Context: an optimization exercise on an open-source flow, tuned for small area. The choices shown serve that exercise and are no tape-out recipe.
Function was checked by simulation only, so behaviour that the tests miss may differ from the original.
Power and IR drop assume default switching activity.

### flow/run.sh
#!/bin/bash
# synth_recipe.tcl (not shown) runs the flow's synth.tcl, then flattens the netlist and writes it again
# the make line also repeats each setting of config.mk as NAME=value (left out here)
make -C /OpenROAD-flow-scripts/flow DESIGN_CONFIG=/design/flow/config.mk WORK_HOME=/design/flow/orfs CLKGATE_MAP_FILE= SYNTH_SCRIPT=/design/flow/synth_recipe.tcl finish
### flow/config.mk
export PLATFORM = sky130hd
export DESIGN_NAME = rob
export DESIGN_NICKNAME = rob
export VERILOG_FILES = /design/flow/design.v
export SDC_FILE = /design/flow/constraint.sdc
export NUM_CORES = 4
export LEC_CHECK = 0
export CAP_MARGIN = 20
export CORE_MARGIN = 2
export CORE_UTILIZATION = 40
export SLEW_MARGIN = 20
### flow/constraint.sdc
create_clock -name core_clock -period 6.0 [get_ports {clk}]
set_input_delay 1.2000 -clock core_clock [delete_from_list [all_inputs] [get_ports {clk}]]
set_output_delay 1.2000 -clock core_clock [all_outputs]
set_load 0.01 [all_outputs]
### flow/design.v
package uarch_pkg;
  localparam int unsigned PIPE_WIDTH = 2;
  localparam int unsigned TAG_WIDTH  = 4;
  localparam int unsigned ROB_DEPTH  = 1 << TAG_WIDTH;
  localparam int unsigned CDB_PORTS  = 2;
  localparam int unsigned AREG_W     = 5;
  localparam int unsigned XLEN       = 32;
  localparam int unsigned CWP_W      = 1 + AREG_W + TAG_WIDTH + XLEN;
  typedef struct packed {
    logic                 we;
    logic [AREG_W-1:0]    addr;
    logic [TAG_WIDTH-1:0] tag;
    logic [XLEN-1:0]      data;
  } prf_commit_write_port_t;
  typedef struct packed {
    logic              valid;
    logic              done;
    logic              has_rd;
    logic [AREG_W-1:0] rd;
    logic [XLEN-1:0]   data;
  } rob_entry_t;
  function automatic logic [1:0] popcount2(input logic [1:0] v);
    popcount2 = {1'b0, v[0]} + {1'b0, v[1]};
  endfunction
endpackage
import uarch_pkg::*;
module rob (
  input  logic                                   clk,
  input  logic                                   rst,
  input  logic                                   flush,
  input  logic [PIPE_WIDTH-1:0]                  rob_alloc_req,
  input  logic [PIPE_WIDTH-1:0][AREG_W-1:0]      rob_alloc_rd,
  input  logic [PIPE_WIDTH-1:0]                  rob_alloc_has_rd,
  input  logic                                   rob_alloc_fire,
  output logic [PIPE_WIDTH-1:0]                  rob_alloc_gnt,
  output logic [PIPE_WIDTH-1:0][TAG_WIDTH-1:0]   rob_alloc_tags,
  input  logic [CDB_PORTS-1:0]                   cdb_valid,
  input  logic [CDB_PORTS-1:0][TAG_WIDTH-1:0]    cdb_tag,
  input  logic [CDB_PORTS-1:0][XLEN-1:0]         cdb_data,
  output logic [PIPE_WIDTH-1:0][CWP_W-1:0]       commit_write_ports,
  output logic                                   rob_empty,
  output logic                                   rob_full
);
  localparam int unsigned CNT_W = TAG_WIDTH + 1;
  logic [ROB_DEPTH-1:0]             valid_q;
  logic [ROB_DEPTH-1:0]             done_q;
  logic [ROB_DEPTH-1:0]             has_rd_q;
  logic [ROB_DEPTH-1:0][AREG_W-1:0] rd_q;
  logic [ROB_DEPTH-1:0][XLEN-1:0]   data_q;
  logic [ROB_DEPTH-1:0]             valid_d;
  logic [ROB_DEPTH-1:0]             done_d;
  logic [ROB_DEPTH-1:0]             has_rd_d;
  logic [ROB_DEPTH-1:0][AREG_W-1:0] rd_d;
  logic [ROB_DEPTH-1:0][XLEN-1:0]   data_d;
  logic [TAG_WIDTH-1:0] head_q, head_d, tail_q, tail_d;
  logic [CNT_W-1:0]     count_q, count_d;
  logic                 kill;
  logic [CNT_W-1:0]     free_slots;
  logic [1:0]           n_req, n_alloc, n_commit;
  logic [TAG_WIDTH-1:0] head_p1;
  logic                 c0, c1;
  logic                 cwp0_we, cwp1_we;
  logic [AREG_W-1:0]    cwp0_addr, cwp1_addr;
  logic [TAG_WIDTH-1:0] cwp0_tag, cwp1_tag;
  logic [XLEN-1:0]      cwp0_data, cwp1_data;
  assign commit_write_ports[0] = {cwp0_we, cwp0_addr, cwp0_tag, cwp0_data};
  assign commit_write_ports[1] = {cwp1_we, cwp1_addr, cwp1_tag, cwp1_data};
  assign kill       = rst | flush;
  assign free_slots = CNT_W'(ROB_DEPTH) - count_q;
  assign n_req      = {1'b0, rob_alloc_req[0]} + {1'b0, rob_alloc_req[1]};
  assign head_p1    = head_q + TAG_WIDTH'(1);
  assign rob_empty  = (count_q == '0);
  assign rob_full   = (count_q == CNT_W'(ROB_DEPTH));
  always_comb begin
    rob_alloc_gnt     = '0;
    rob_alloc_tags[0] = tail_q;
    rob_alloc_tags[1] = rob_alloc_req[0] ? tail_q + TAG_WIDTH'(1) : tail_q;
    if (!kill && (free_slots >= CNT_W'(n_req))) rob_alloc_gnt = rob_alloc_req;
  end
  always_comb begin
    c0 = valid_q[head_q] && done_q[head_q];
    c1 = c0 && valid_q[head_p1] && done_q[head_p1];
    cwp0_we   = c0 && has_rd_q[head_q] && !kill;
    cwp0_addr = rd_q[head_q];
    cwp0_tag  = head_q;
    cwp0_data = data_q[head_q];
    cwp1_we   = c1 && has_rd_q[head_p1] && !kill;
    cwp1_addr = rd_q[head_p1];
    cwp1_tag  = head_p1;
    cwp1_data = data_q[head_p1];
    n_commit = {1'b0, c0} + {1'b0, c1};
  end
  always_comb begin
    for (int i = 0; i < ROB_DEPTH; i++) begin
      valid_d[i]  = valid_q[i];
      done_d[i]   = done_q[i];
      has_rd_d[i] = has_rd_q[i];
      rd_d[i]     = rd_q[i];
      data_d[i]   = data_q[i];
    end
    n_alloc   = rob_alloc_fire ? ({1'b0, rob_alloc_gnt[0]} + {1'b0, rob_alloc_gnt[1]}) : 2'd0;
    for (int p = CDB_PORTS - 1; p >= 0; p--) begin
      if (cdb_valid[p] && valid_q[cdb_tag[p]]) begin
        done_d[cdb_tag[p]] = 1'b1;
        data_d[cdb_tag[p]] = cdb_data[p];
      end
    end
    if (c0) valid_d[head_q]  = 1'b0;
    if (c1) valid_d[head_p1] = 1'b0;
    for (int i = 0; i < PIPE_WIDTH; i++) begin
      if (rob_alloc_fire && rob_alloc_gnt[i]) begin
        valid_d[rob_alloc_tags[i]]  = 1'b1;
        done_d[rob_alloc_tags[i]]   = 1'b0;
        has_rd_d[rob_alloc_tags[i]] = rob_alloc_has_rd[i];
        rd_d[rob_alloc_tags[i]]     = rob_alloc_rd[i];
        data_d[rob_alloc_tags[i]]   = '0;
      end
    end
    head_d  = head_q + TAG_WIDTH'(n_commit);
    tail_d  = tail_q + TAG_WIDTH'(n_alloc);
    count_d = count_q + CNT_W'(n_alloc) - CNT_W'(n_commit);
    if (flush) begin
      for (int i = 0; i < ROB_DEPTH; i++) begin
        valid_d[i] = 1'b0;
        done_d[i]  = 1'b0;
      end
      head_d  = '0;
      tail_d  = '0;
      count_d = '0;
    end
  end
  always_ff @(posedge clk) begin
    if (rst) begin
      head_q  <= '0;
      tail_q  <= '0;
      count_q <= '0;
      for (int i = 0; i < ROB_DEPTH; i++) begin
        valid_q[i]  <= 1'b0;
        done_q[i]   <= 1'b0;
        has_rd_q[i] <= 1'b0;
        rd_q[i]     <= '0;
        data_q[i]   <= '0;
      end
    end else begin
      head_q  <= head_d;
      tail_q  <= tail_d;
      count_q <= count_d;
      for (int i = 0; i < ROB_DEPTH; i++) begin
        valid_q[i]  <= valid_d[i];
        done_q[i]   <= done_d[i];
        has_rd_q[i] <= has_rd_d[i];
        rd_q[i]     <= rd_d[i];
        data_q[i]   <= data_d[i];
      end
    end
  end
endmodule
==> impl_metrics.ini <==
[timing]
layout_min_cycle_time_ns = 5.72
tns_ns = 0
setup_viol = 0
finalHoldViolations = 0
drv_slew = 0
final.setup_skew_ns = 0.0321
fin_crit_sh_pct = 95.3
max-slew-margin-rel_pct = 22.3
rsz0062_at_grt = no
max_freq_mhz = 175
worst_pin_slew_ns = 1.16

[routing]
drt_iter0_drc = 4712
routedWlPerCell_um = 29.3
routed_wirelength_mm = 163
vias_per_cell = 6.67
dr_total_vias = 37082
ant_nets = 0
remaining_drc_errors = 0
drtPass1Iterations = 6

[cts]
ctsHtreeMaxLevel = 3
cts_num_sinks = 653
cts_resized = 0
holdBufCountCts = 0
cts_tree = done
clk_path_buf_depth = 3
cts-root-buf = clkbuf_16
insertion_delay_ns = 0.67
cts.reportedPaths.clkPinSlew_ns = 0.06
postCtsSetupBuffers = 0
cts_made_buffers = 79

[worst_hold_path]
hp-class = reg -> reg

[critical_path]
critPathSlowestCell = buf_4
worst_ep_arrival_time_ns = 4.52
start_kind = flop
cpLargestDelayFamily = buffers and inverters
slowest_delay_ns = 0.76
end_kind = primary output
critPathKind = reg -> out
path_buf_inv = 3
crit_fanout = 44
cp.required_ns = 4.80
crit_chain = buf_4 > buf_4 > mux4_2 > mux4_2 > clkdlybuf4s50_1

[grt]
grt_usage_pct = 29.8
grt_max_degree = 137
grt_pass1_wl_mm = 240
overflow = 0
grt_antenna_before_repair = 13
grt_pass1_vias = 34754

[job]
maxCapViolCount = 0

[floorplan]
die_w_um = 326
start_util_pct = 40.5
io_pins = 188
die_y_um = 326
fp-row-count = 117
dieArea_sq_mm = 0.106
coreArea_sq_mm = 0.102

[logic_synthesis]
synthArstFlopShare_pct = 0
netlist_area_sq_mm = 0.0414
ys_ff_latch = 653
yosysSeqAreaShare_pct = 31.6
synthTopCellsByArea = dfxtp_1 32%, mux4_2 20%, mux2i_1 13%, a211oi_1 10%, nor2_1 5.4%
synth_cells = 4296
synth_cell_types = 75
synth_ff_type = dfxtp_1
yosys.area.top_type = dfxtp_1
syn-num-nets = 4427
synth_top_cell_area_share_pct = 31.6
avgSynthCellArea_sq_um = 9.63
synth-edff-count = 0
yosys_warnings = 1

[final_layout]
nNetsFinal = 4257
syn_to_final_growth_pct = 12.7
drive_above_1_share_pct = 14.9
final_util_pct = 45.6

[place]
port_buffers = 187
gp_congestion = 0.921
dp_hpwl_mm = 94.8

[power_and_ir_drop]
p_comb_share_pct = 5.4
switching_share_pct = 25.2
power.density_mw_per_mm2 = 212
cellLeakagePower_nw = 19.3
ir_drop_uv = 166
p_switching_mw = 2.48
internal_power_mw = 7.38
power_frac_seq_pct = 44.1
clkPwrFrac_pct = 50.5

[status]
status = finished clean
-- worst paths after layout --
kind                                            from                    end  slack (ns)  cells after the start
worst max-delay path            head_q[1]$_SDFF_PN0_  commit_write_ports[3]        0.28                      5
worst min-delay path              rd_q[9]$_SDFF_PP0_     rd_q[9]$_SDFF_PP0_        0.50                      2
worst max register to register  head_q[0]$_SDFF_PN0_  count_q[4]$_SDFF_PN0_        1.04                     16
worst min register to register    rd_q[9]$_SDFF_PP0_     rd_q[9]$_SDFF_PP0_        0.50                      2
-- placed cells by master (no fill, tap or decap), types with 44 or more instances in the layout --
master and count:
a21oi_1 44, clkdlybuf4s50_1 186, nor2_1 592, a311oi_1 44
buf_4 71, nand3_1 86, a211oi_1 563, mux4_2 360
mux2i_1 549, dfxtp_1 650, o21ai_0 56, clkbuf_16 81
nand2_1 276, and3_1 61, nor3_1 97
-- synthesized netlist by cell type (all sizes together) (15+ instances only) --
library cell / count
dfxtp: 653
nor2: 593
a211oi: 565
mux2i: 549
mux4: 360
clkbuf: 341
nand2: 308
buf: 174
nor3: 97
nand3: 90
and3: 61
o21ai: 56
a21oi: 44
a311oi: 44
a31oi: 43
inv: 40
ha: 33
and2: 19
a22o: 15
-- per-stage QoR --
step	std cells	hold WS [ns]	area (sq um)	total power, mW	setup WS [ns]
2_1_floorplan	4296	0.467	41400	4.69	1.49
3_3_place_gp	5413	0.481	44000	4.96	0.450
3_5_place_dp	5413	0.487	44000	4.96	0.396
4_1_cts	5556	0.501	46600	9.87	0.294
5_1_grt	5560	0.514	46600	10.1	0.180
6_report	5562	0.502	46600	9.86	0.281
-- layer usage --
metal | vias up | global-route usage, % | wire, um | share of wire [%]
met1 | 18379 | 41.7 | 66200 | 41
met4 | 10 | 12.5 | 7170 | 4.4
met3 | 442 | 5.84 | 17500 | 11
li1 | 16007 | - | - | -
met5 | - | 0 | 51 | 0.031
met2 | 2244 | 44.8 | 72000 | 44
-- power by group through the flow --
stage          combinational [mW]  clock, mW  sequential [mW]
6_report                    0.536       4.98             4.35
5_1_grt                     0.547       5.18             4.34
4_1_cts                     0.516       5.01             4.35
3_5_place_dp                0.514          0             4.44
3_3_place_gp                0.515          0             4.44
2_1_floorplan               0.251          0             4.44
-- layout make-up --
cell class / count / area [sq um]
fillers: 9647 / 55600
flip-flops and latches: 653 / 13100
inverters: 41 / 160
well taps: 1368 / 1710
clock inverters: 16 / 241
diodes: 6 / 15.0
multi-input cells: 3087 / 26500
clock buffers: 127 / 2390
repair buffers: 264 / 2530
-- cell families after synthesis --
logic type      count (synthesis)  share of synthesized area, %
compound gates                867                          15.5
fa+ha+maj                      40                          1.31
mux                           911                          32.9
flops                         653                          31.6
buf+inv                       556                          5.23
simple gates                 1256                          13.1
xor+xnor                       13                         0.275
-- worst reg2reg max path, delay by kind of cell, from the launching register on --
| kind | cells | cell delay [ns] |
|---|---|---|
| adder cells (fa/ha/maj) | 5 | 2.03 |
| flip-flops | 1 | 0.64 |
| AND/OR/NAND/NOR | 2 | 0.41 |
| buffers and inverters | 4 | 0.61 |
| AO/OA/AOI/OAI | 3 | 0.44 |
| multiplexers | 2 | 0.78 |
-- registers in the layout, indices dropped and copies added, names as in the netlist --
register and cells:
data_q 512, rd_q 80, done_q 16, has_rd_q 16, valid_q 16, count_q 5
head_q 4, tail_q 4

-- afterwards: timing with drivers on the ports --
The flow's constraints put no driver on any port. The routed layout listed below was extracted and timed again, unchanged, in two steps. Step 1, drivers: a clkbuf_16 drives clk and a buf_2 each remaining input, both assumed. Step 2 adds t to the input delays and takes it off the output delays; t is the mean of the earliest and latest rising clock arrival at the registers after step 1. Input paths then give back, and output paths get back, about the clock's delay inside the block. a / b / c = ideal ports / drivers / drivers and shift; a / b = the first two.
t (ns): 0.723
setup slack, ns: 0.281 / 0.212 / 0.282
slew at the worst register clock pin (ns): 0.07 / 0.07
cell pins on the clock port's net: 1
After both steps this run still meets setup and hold. For this run, drivers alone change the setup slack by -0.069 ns; drivers and shift together by +0.001 ns.
